Source: an optimization exercise on an open RTL-to-GDS flow (aim: small area, a short achievable clock period and few clock cycles). Production flows keep margins and buffers that such runs may drop. Power and IR drop assume default switching activity.

tundra:
==> flow/design.v <==
module transpose_pingpong #(
  parameter  int VALUE_WIDTH     = 17,
  parameter  int N               = 8,
  localparam int AXIS_DATA_WIDTH = 8 * ((VALUE_WIDTH - 1) / 8 + 1)
) (
  input  logic                       i_clk,
  input  logic                       i_aresetn,
  input  logic                       i_axis_TVALID,
  output logic                       o_axis_TREADY,
  input  logic [AXIS_DATA_WIDTH-1:0] i_axis_TDATA,
  input  logic                       i_axis_TLAST,
  output logic                       o_axis_TVALID,
  input  logic                       i_axis_TREADY,
  output logic [AXIS_DATA_WIDTH-1:0] o_axis_TDATA,
  output logic                       o_axis_TLAST,
  output logic                       o_tlast_err
);
  localparam int VW    = VALUE_WIDTH;
  localparam int DEPTH = N * N;        
  localparam int AW    = $clog2(DEPTH);
  localparam int D1   = 7;
  localparam int D2   = 14;
  localparam int D3   = 28;
  localparam int TAIL = DEPTH - 3 - D1 - D2 - D3;    
  logic pad_unused;
  assign pad_unused = ^i_axis_TDATA;
  logic [AW-1:0] c1, c2;
  logic          fpar;        
  logic          fp1, fp2;    
  assign c2  = c1 + 1'b1;
  assign fp2 = fp1 ^ (&c1);
  logic          s1, s2, s3;  
  logic [AW-1:0] q1, q2, q3;
  assign q1 = c1 - AW'(1);
  assign q2 = c1 - AW'(D1 + 2);
  assign q3 = c1 - AW'(D1 + D2 + 3);
  logic t1, t2, t3;
  always_ff @(posedge i_clk) begin
    s1 <= q1[3] & ~q1[0];
    s2 <= q2[4] & ~q2[1];
    s3 <= q3[5] & ~q3[2];
    t1 <= ~(q1[3] & ~q1[0]);
    t2 <= ~(q2[4] & ~q2[1]);
    t3 <= ~(q3[5] & ~q3[2]);
  end
  logic [VW-1:0] ring_in;
  logic [VW-1:0] p0, p1, p2;
  logic [VW-1:0] b1 [D1];
  logic [VW-1:0] b2 [D2];
  logic [VW-1:0] b3 [D3];
  logic [VW-1:0] tl [TAIL];
  logic [VW-1:0] y1, y2, y3;
  logic [VW-1:0] ring_out;    
  logic [VW-1:0] ring_next;   
  assign y1 = s1 ? p0 : b1[D1-1];
  assign y2 = s2 ? p1 : b2[D2-1];
  assign y3 = s3 ? p2 : b3[D3-1];
  assign ring_out  = tl[TAIL-1];
  assign ring_next = tl[TAIL-2];
  always_ff @(posedge i_clk) begin
    p0    <= ring_in;
    b1[0] <= t1 ? p0 : b1[D1-1];
    for (int i = 1; i < D1; i++) b1[i] <= b1[i-1];
    p1    <= y1;
    b2[0] <= t2 ? p1 : b2[D2-1];
    for (int i = 1; i < D2; i++) b2[i] <= b2[i-1];
    p2    <= y2;
    b3[0] <= t3 ? p2 : b3[D3-1];
    for (int i = 1; i < D3; i++) b3[i] <= b3[i-1];
    tl[0] <= y3;
    for (int i = 1; i < TAIL; i++) tl[i] <= tl[i-1];
  end
  logic [AW-1:0] wp;          
  logic          wpar;        
  logic          have_out;    
  logic [AW-1:0] rp;          
  logic          rpar;        
  logic          ready_q;
  logic          accept;
  logic          load;
  logic          w_last;
  logic          r_last;
  logic [VW-1:0] o_value;
  logic          bn_q;        
  logic          eq_next;     
  logic [AW-1:0] dd;          
  logic          sink_free;
  logic          a_last;
  logic          x_next;
  logic [3:0]    rdy_case;    
  logic          ready_n;
  logic          bn_n;
  logic ready_port;
  always_ff @(posedge i_clk) begin
    ready_port <= ready_n && i_aresetn;
  end
  assign o_axis_TREADY = ready_port;
  assign ring_in   = ready_q ? i_axis_TDATA[VW-1:0] : ring_out;
  assign accept    = i_axis_TVALID && ready_q;
  assign w_last    = &wp;
  assign r_last    = &rp;
  assign sink_free = !o_axis_TVALID || i_axis_TREADY;
  assign a_last    = accept && w_last;
  assign load = (bn_q || a_last) && sink_free;
  assign x_next = have_out && (c2 == rp) && (fp2 == rpar);
  assign bn_n   = load ? !r_last : (x_next && !a_last);
  always_comb begin
    logic gone;
    logic lt, lt1;
    gone = have_out && r_last;
    lt   = (dd != '0);        
    lt1  = (dd[AW-1:1] != '0);  
    rdy_case[0] = eq_next && (!have_out || lt) &&
                  ((wp == '0) ? (!have_out || (fp1 == rpar)) : (fp1 == wpar));
    rdy_case[1] = eq_next &&
                  ((wp == '0) ? (!have_out || gone || (fp1 == rpar)) : (fp1 == wpar));
    rdy_case[2] = !w_last && (!have_out || lt1);
    rdy_case[3] = w_last || !have_out || gone || lt;
  end
  logic [3:0] rdy_late;       
  always_comb begin
    logic fr0, fr1;           
    fr0 = !o_axis_TVALID;
    fr1 = 1'b1;
    rdy_late[0] = rdy_case[{1'b0, bn_q && fr0}];
    rdy_late[1] = rdy_case[{1'b0, bn_q && fr1}];
    rdy_late[2] = rdy_case[{ready_q, (bn_q || (ready_q && w_last)) && fr0}];
    rdy_late[3] = rdy_case[{ready_q, (bn_q || (ready_q && w_last)) && fr1}];
  end
  assign ready_n = rdy_late[{i_axis_TVALID, i_axis_TREADY}];
  logic [AW-1:0] dd_inc, dd_dec, dd_n;
  assign dd_inc = dd + 1'b1;
  assign dd_dec = dd - 1'b1;
  always_comb begin
    case ({accept, load})
      2'b01:   dd_n = dd_inc;
      2'b10:   dd_n = w_last ? '0 : dd_dec;
      2'b11:   dd_n = w_last ? AW'(1) : dd;
      default: dd_n = dd;
    endcase
  end
  always_ff @(posedge i_clk or negedge i_aresetn) begin
    if (!i_aresetn) begin
      c1          <= AW'(0);
      fpar        <= 1'b1;
      fp1         <= 1'b0;
      wp          <= '0;
      wpar        <= 1'b0;
      rp          <= '0;
      rpar        <= 1'b0;
      have_out    <= 1'b0;
      bn_q        <= 1'b0;
      eq_next     <= 1'b1;
      dd          <= '0;
      ready_q     <= 1'b0;
      o_tlast_err <= 1'b0;
    end else begin
      c1          <= c2;
      fpar        <= fp1;
      fp1         <= fp2;
      bn_q        <= bn_n;
      eq_next     <= !accept && (wp == c2);
      dd          <= dd_n;
      ready_q     <= ready_n;
      o_tlast_err <= accept && (i_axis_TLAST != w_last);
      if (accept) begin
        if (wp == '0) wpar <= fpar;
        wp <= wp + 1'b1;
      end
      if (a_last) begin
        have_out <= 1'b1;
        rpar     <= ~wpar;
        rp       <= AW'(load);
      end else if (load) begin
        rp <= rp + 1'b1;
        if (r_last) have_out <= 1'b0;
      end
    end
  end
  always_ff @(posedge i_clk) begin
    if (sink_free) begin
      o_value      <= ring_next;
      o_axis_TLAST <= r_last;
    end
  end
  logic o_sign_a, o_sign_b;
  always_ff @(posedge i_clk) begin
    o_sign_a <= sink_free ? ring_next[VW-1] : o_value[VW-1];
    o_sign_b <= sink_free ? ring_next[VW-1] : o_sign_a;
  end
  always_ff @(posedge i_clk or negedge i_aresetn) begin
    if (!i_aresetn) begin
      o_axis_TVALID <= 1'b0;
    end else if (sink_free) begin
      o_axis_TVALID <= load;
    end
  end
  assign o_axis_TDATA = {{(AXIS_DATA_WIDTH - VW - 3){o_sign_b}}, {4{o_sign_a}}, o_value[VW-2:0]};
endmodule
Settings: LEC_CHECK=0, ABC_CLOCK_PERIOD_IN_PS=2000, CAP_MARGIN=20, CORE_MARGIN=2, CORE_UTILIZATION=60, CTS_BUF_LIST=sky130_fd_sc_hd__clkbuf_16 sky130_fd_sc_hd__clkbuf_8, CTS_CLUSTER_DIAMETER=70, CTS_CLUSTER_SIZE=34, PLACE_DENSITY=0.75, SETUP_SLACK_MARGIN=2.0, SLEW_MARGIN=20; clock period 4.0 ns.
standard.sh (not shown) runs the stock make flow with config.mk's settings and CLKGATE_MAP_FILE= SYNTH_SCRIPT=/design/flow/synth_recipe.tcl, a recipe that flattens the netlist after the stock synthesis.
==> flow/flow/run.sh <==
#!/bin/bash
# The standard layout (standard.sh), with two changes to how it is made:
# the port buffers are plain buf_4 cells, and the resizer may change a cell's
# footprint while repairing (the platform otherwise restricts it to cells of
# the same footprint, which keeps slow delay cells on the ports).
set -euo pipefail
bash standard.sh MATCH_CELL_FOOTPRINT=0 "BUFFER_PORTS_ARGS=-buffer_cell sky130_fd_sc_hd__buf_4" finish > standard_flow.log 2>&1
tundra went all the way through synthesis, placement and routing and the layout is clean on timing, DRC and antenna.
The inputs of zinc differ from those of tundra as listed below.
--- a/flow/design.v
+++ b/flow/design.v
@@ -34,14 +34,10 @@
   assign q1 = c1 - AW'(1);
   assign q2 = c1 - AW'(D1 + 2);
   assign q3 = c1 - AW'(D1 + D2 + 3);
-  logic t1, t2, t3;
   always_ff @(posedge i_clk) begin
     s1 <= q1[3] & ~q1[0];
     s2 <= q2[4] & ~q2[1];
     s3 <= q3[5] & ~q3[2];
-    t1 <= ~(q1[3] & ~q1[0]);
-    t2 <= ~(q2[4] & ~q2[1]);
-    t3 <= ~(q3[5] & ~q3[2]);
   end
   logic [VW-1:0] ring_in;
   logic [VW-1:0] p0, p1, p2;
@@ -59,13 +55,13 @@
   assign ring_next = tl[TAIL-2];
   always_ff @(posedge i_clk) begin
     p0    <= ring_in;
-    b1[0] <= t1 ? p0 : b1[D1-1];
+    b1[0] <= s1 ? b1[D1-1] : p0;
     for (int i = 1; i < D1; i++) b1[i] <= b1[i-1];
     p1    <= y1;
-    b2[0] <= t2 ? p1 : b2[D2-1];
+    b2[0] <= s2 ? b2[D2-1] : p1;
     for (int i = 1; i < D2; i++) b2[i] <= b2[i-1];
     p2    <= y2;
-    b3[0] <= t3 ? p2 : b3[D3-1];
+    b3[0] <= s3 ? b3[D3-1] : p2;
     for (int i = 1; i < D3; i++) b3[i] <= b3[i-1];
     tl[0] <= y3;
     for (int i = 1; i < TAIL; i++) tl[i] <= tl[i-1];
@@ -90,11 +86,7 @@
   logic [3:0]    rdy_case;    
   logic          ready_n;
   logic          bn_n;
-  logic ready_port;
-  always_ff @(posedge i_clk) begin
-    ready_port <= ready_n && i_aresetn;
-  end
-  assign o_axis_TREADY = ready_port;
+  assign o_axis_TREADY = ready_q;
   assign ring_in   = ready_q ? i_axis_TDATA[VW-1:0] : ring_out;
   assign accept    = i_axis_TVALID && ready_q;
   assign w_last    = &wp;
### Flow results
The run showing the greater number of gates given a new drive strength after cts is zinc.
Looking only at arrival time at the worst endpoint, and setting everything else aside, the higher value of zinc and tundra goes to zinc.
zinc and tundra ended up with roughly the same final area.
Going from tundra to zinc, number of multi-input combinational cells in the layout shows a reduction of 5; power shows an increase of 9.5%.
No functional check of the RTL was part of any run of this note.

re-timing with driven ports:
The flow's constraints put no driver on any port. The routed layouts listed below were extracted and timed again, unchanged, in two steps.
Step 1, drivers: a clkbuf_16 drives i_clk and a buf_2 each remaining input, both assumed.
Step 2 moves the port delays by t, midway between the first and last clock arrival at a register: inputs arrive t later, outputs are due t later. That takes back most of the time a late clock gives input paths.
Three values: no drivers, after step 1, after step 2; two values: the first two.
run	t (ns)	setup slack, ns	worst setup path after step 2	latest minus earliest clock arrival (ns)	worst data-port slew with drivers (ns)
tundra	0.635	2.064 / 2.014 / 1.683	input to register	0.021 / 0.021	0.04
zinc	0.639	1.863 / 1.810 / 1.631	input to register	0.030 / 0.030	0.04
After both steps setup and hold are still met in every run listed. For tundra, which loses most, drivers alone change the setup slack by -0.050 ns; drivers and shift together by -0.381 ns.
